Source: an optimization exercise on an open RTL-to-GDS flow (aim: small area, a short achievable clock period and few clock cycles per item). Production flows keep margins and buffers that such runs may drop.
At most, simulation tests tie the RTL to the original design; equivalence was not proved.

alpha:
==> flow/design.v (excerpt) <==
module gregorian_date_difference_days (
  input  logic        clk_i,
  input  logic        rst_ni,
  input  logic        s_axis_tvalid_i,
  output logic        s_axis_tready_o,
  input  logic [71:0] s_axis_tdata_i,
  output logic        m_axis_tvalid_o,
  input  logic        m_axis_tready_i,
  output logic [31:0] m_axis_tdata_o,
  output logic [0:0]  m_axis_tuser_o
);
export LEC_CHECK = 0
export CAP_MARGIN = 20
export CORE_MARGIN = 2
export CORE_UTILIZATION = 50
export SLEW_MARGIN = 20
export SYNTH_HIERARCHICAL = 1
export SYNTH_MINIMUM_KEEP_SIZE = 0
create_clock -name core_clock -period 8.5 [get_ports {clk_i}]
standard.sh (not shown) runs the stock make flow with config.mk's settings and CLKGATE_MAP_FILE= SYNTH_SCRIPT=/design/flow/synth_recipe.tcl, a recipe that flattens the netlist after the stock synthesis.
==> flow/flow/run.sh <==
#!/bin/bash
# The standard layout, with the port buffers made from the platform's
# smallest plain buffer instead of the delay buffer the flow picks.
set -euo pipefail
export BUFFER_PORTS_ARGS="-buffer_cell sky130_fd_sc_hd__buf_1"
bash standard.sh > standard.log 2>&1
Testbench counts of alpha, summed over its fixed seeds: cycles 12,024, items 12,000.
[inputs] gamma vs alpha
==> flow/run.sh (new file) <==
#!/bin/bash
# synth_recipe.tcl (not shown) runs the flow's synth.tcl, then flattens the netlist and writes it again
# the make line also repeats each setting of config.mk as NAME=value (left out here)
make -C /OpenROAD-flow-scripts/flow DESIGN_CONFIG=/design/flow/config.mk WORK_HOME=/design/flow/orfs CLKGATE_MAP_FILE= SYNTH_SCRIPT=/design/flow/synth_recipe.tcl finish
removed: flow/flow/run.sh
removed: flow/standard.sh
Diff alpha -> gamma: headroom to the max-slew limit went down 3.5 points, number of instances in the placed design held.
Startpoint of the worst setup timing path = m_axis_tready_i: gamma; startpoint of the worst setup timing path = dy2[3]$_DFFE_PP_: alpha
On first-iteration DRC count, the higher figure sits with gamma, not alpha.
Measured against each other, alpha and gamma differ in relative area change from synthesis to final layout, the higher figure coming from gamma.
gamma reports a lower sum of met2 wire segment lengths after detailed routing than alpha does.

---

gregorian_date_difference_days, a different RTL version from the one above (not shown whole).
Size: roughly 1500 cells after synthesis, about 110 I/O pins, ~15000 um^2 of cells after synthesis.
export LEC_CHECK = 0
export CAP_MARGIN = 20
export CORE_MARGIN = 2
export CORE_UTILIZATION = 50
export CTS_BUF_LIST = sky130_fd_sc_hd__clkbuf_4 sky130_fd_sc_hd__clkbuf_8
export SLEW_MARGIN = 20
export SYNTH_HIERARCHICAL = 1
export SYNTH_MINIMUM_KEEP_SIZE = 0
create_clock -name core_clock -period 8.5 [get_ports {clk_i}]
==> flow/flow/run.sh <==
#!/bin/bash
# The standard layout, with the port buffers made from the platform's
# smallest plain buffer instead of the delay buffer the flow picks, and
# without half-adder cells (their logic is left to the gate mapper); the
# platform's own don't-use cells stay excluded.
set -euo pipefail
export BUFFER_PORTS_ARGS="-buffer_cell sky130_fd_sc_hd__buf_1"
DU=" sky130_fd_sc_hd__probe_p_8 sky130_fd_sc_hd__probec_p_8 sky130_fd_sc_hd__lpflow_bleeder_1 sky130_fd_sc_hd__lpflow_clkbufkapwr_1 sky130_fd_sc_hd__lpflow_clkbufkapwr_16 sky130_fd_sc_hd__lpflow_clkbufkapwr_2 sky130_fd_sc_hd__lpflow_clkbufkapwr_4 sky130_fd_sc_hd__lpflow_clkbufkapwr_8 sky130_fd_sc_hd__lpflow_clkinvkapwr_1 sky130_fd_sc_hd__lpflow_clkinvkapwr_16 sky130_fd_sc_hd__lpflow_clkinvkapwr_2 sky130_fd_sc_hd__lpflow_clkinvkapwr_4 sky130_fd_sc_hd__lpflow_clkinvkapwr_8 sky130_fd_sc_hd__lpflow_decapkapwr_12 sky130_fd_sc_hd__lpflow_decapkapwr_3 sky130_fd_sc_hd__lpflow_decapkapwr_4 sky130_fd_sc_hd__lpflow_decapkapwr_6 sky130_fd_sc_hd__lpflow_decapkapwr_8 sky130_fd_sc_hd__lpflow_inputiso0n_1 sky130_fd_sc_hd__lpflow_inputiso0p_1 sky130_fd_sc_hd__lpflow_inputiso1n_1 sky130_fd_sc_hd__lpflow_inputiso1p_1 sky130_fd_sc_hd__lpflow_inputisolatch_1 sky130_fd_sc_hd__lpflow_isobufsrc_1 sky130_fd_sc_hd__lpflow_isobufsrc_16 sky130_fd_sc_hd__lpflow_isobufsrc_2 sky130_fd_sc_hd__lpflow_isobufsrc_4 sky130_fd_sc_hd__lpflow_isobufsrc_8 sky130_fd_sc_hd__lpflow_isobufsrckapwr_16 sky130_fd_sc_hd__lpflow_lsbuf_lh_hl_isowell_tap_1 sky130_fd_sc_hd__lpflow_lsbuf_lh_hl_isowell_tap_2 sky130_fd_sc_hd__lpflow_lsbuf_lh_hl_isowell_tap_4 sky130_fd_sc_hd__lpflow_lsbuf_lh_isowell_4 sky130_fd_sc_hd__lpflow_lsbuf_lh_isowell_tap_1 sky130_fd_sc_hd__lpflow_lsbuf_lh_isowell_tap_2 sky130_fd_sc_hd__lpflow_lsbuf_lh_isowell_tap_4 # # Define fill cells  sky130_fd_sc_hd__ha_1 sky130_fd_sc_hd__ha_2 sky130_fd_sc_hd__ha_4"
bash standard.sh "DONT_USE_CELLS=$DU" finish > standard.log 2>&1
==> next run, changes <==
==> flow/flow/run.sh (replaced) <==
#!/bin/bash
# The standard layout, with the port buffers made from the platform's
# smallest plain buffer instead of the delay buffer the flow picks.
set -euo pipefail
export BUFFER_PORTS_ARGS="-buffer_cell sky130_fd_sc_hd__buf_1"
bash standard.sh > standard.log 2>&1
- CORE_UTILIZATION: 50 -> 70
First-iteration DRC count climbs by about 30%. Cell area climbs by 0.97%. Worst hold slack is better by 0.038 ns.
==> next run, changes <==
- CORE_UTILIZATION: 70 -> 50
Cell count rose by 6.4%.
Setup slack improves by 0.021 ns.
Fmax rose by 0.48%.
Die area rose by 39%.
Wire length rose by 2.3%.
Core utilization fell by 21 points.
Count of clock-buffer cells in the layout does not change.
Via count fell by 3.2%.
No run of this note included a check of the RTL's function; only the layout flow was run.

## port drivers added, routing unchanged
In the flow no input, the clock included, has a driving cell. The finished layouts below were timed again as built, in two steps.
Step 1 assumes that a clkbuf_16 drives the clock port and a buf_2 every other input.
Step 2 also shifts input and output timing later by t, the mid clock arrival at the registers, as if the neighbouring blocks saw the same clock.
Slacks: ideal / step 1 / step 2; pairs: ideal / step 1.
| run | t (ns) | setup WS [ns] | hold WS [ns] |
|---|---|---|---|
| alpha | 0.470 | 3.996 / 3.996 / 3.996 | 0.457 / 0.457 / 0.457 |
| gamma | 0.467 | 3.359 / 3.337 / 3.337 | 0.441 / 0.441 / 0.441 |
| the first run of note 2 | 0.497 | 4.291 / 4.291 / 4.172 | 0.426 / 0.426 / 0.426 |
| the second run of note 2 | 0.487 | 4.162 / 4.147 / 3.947 | 0.464 / 0.464 / 0.464 |
| the third run of note 2 | 0.496 | 4.183 / 4.183 / 3.857 | 0.451 / 0.451 / 0.451 |
After both steps every run listed still meets setup and hold. The setup slack of the third run of note 2, which loses most, moves by 0.000 ns with the drivers and by -0.326 ns with both steps.
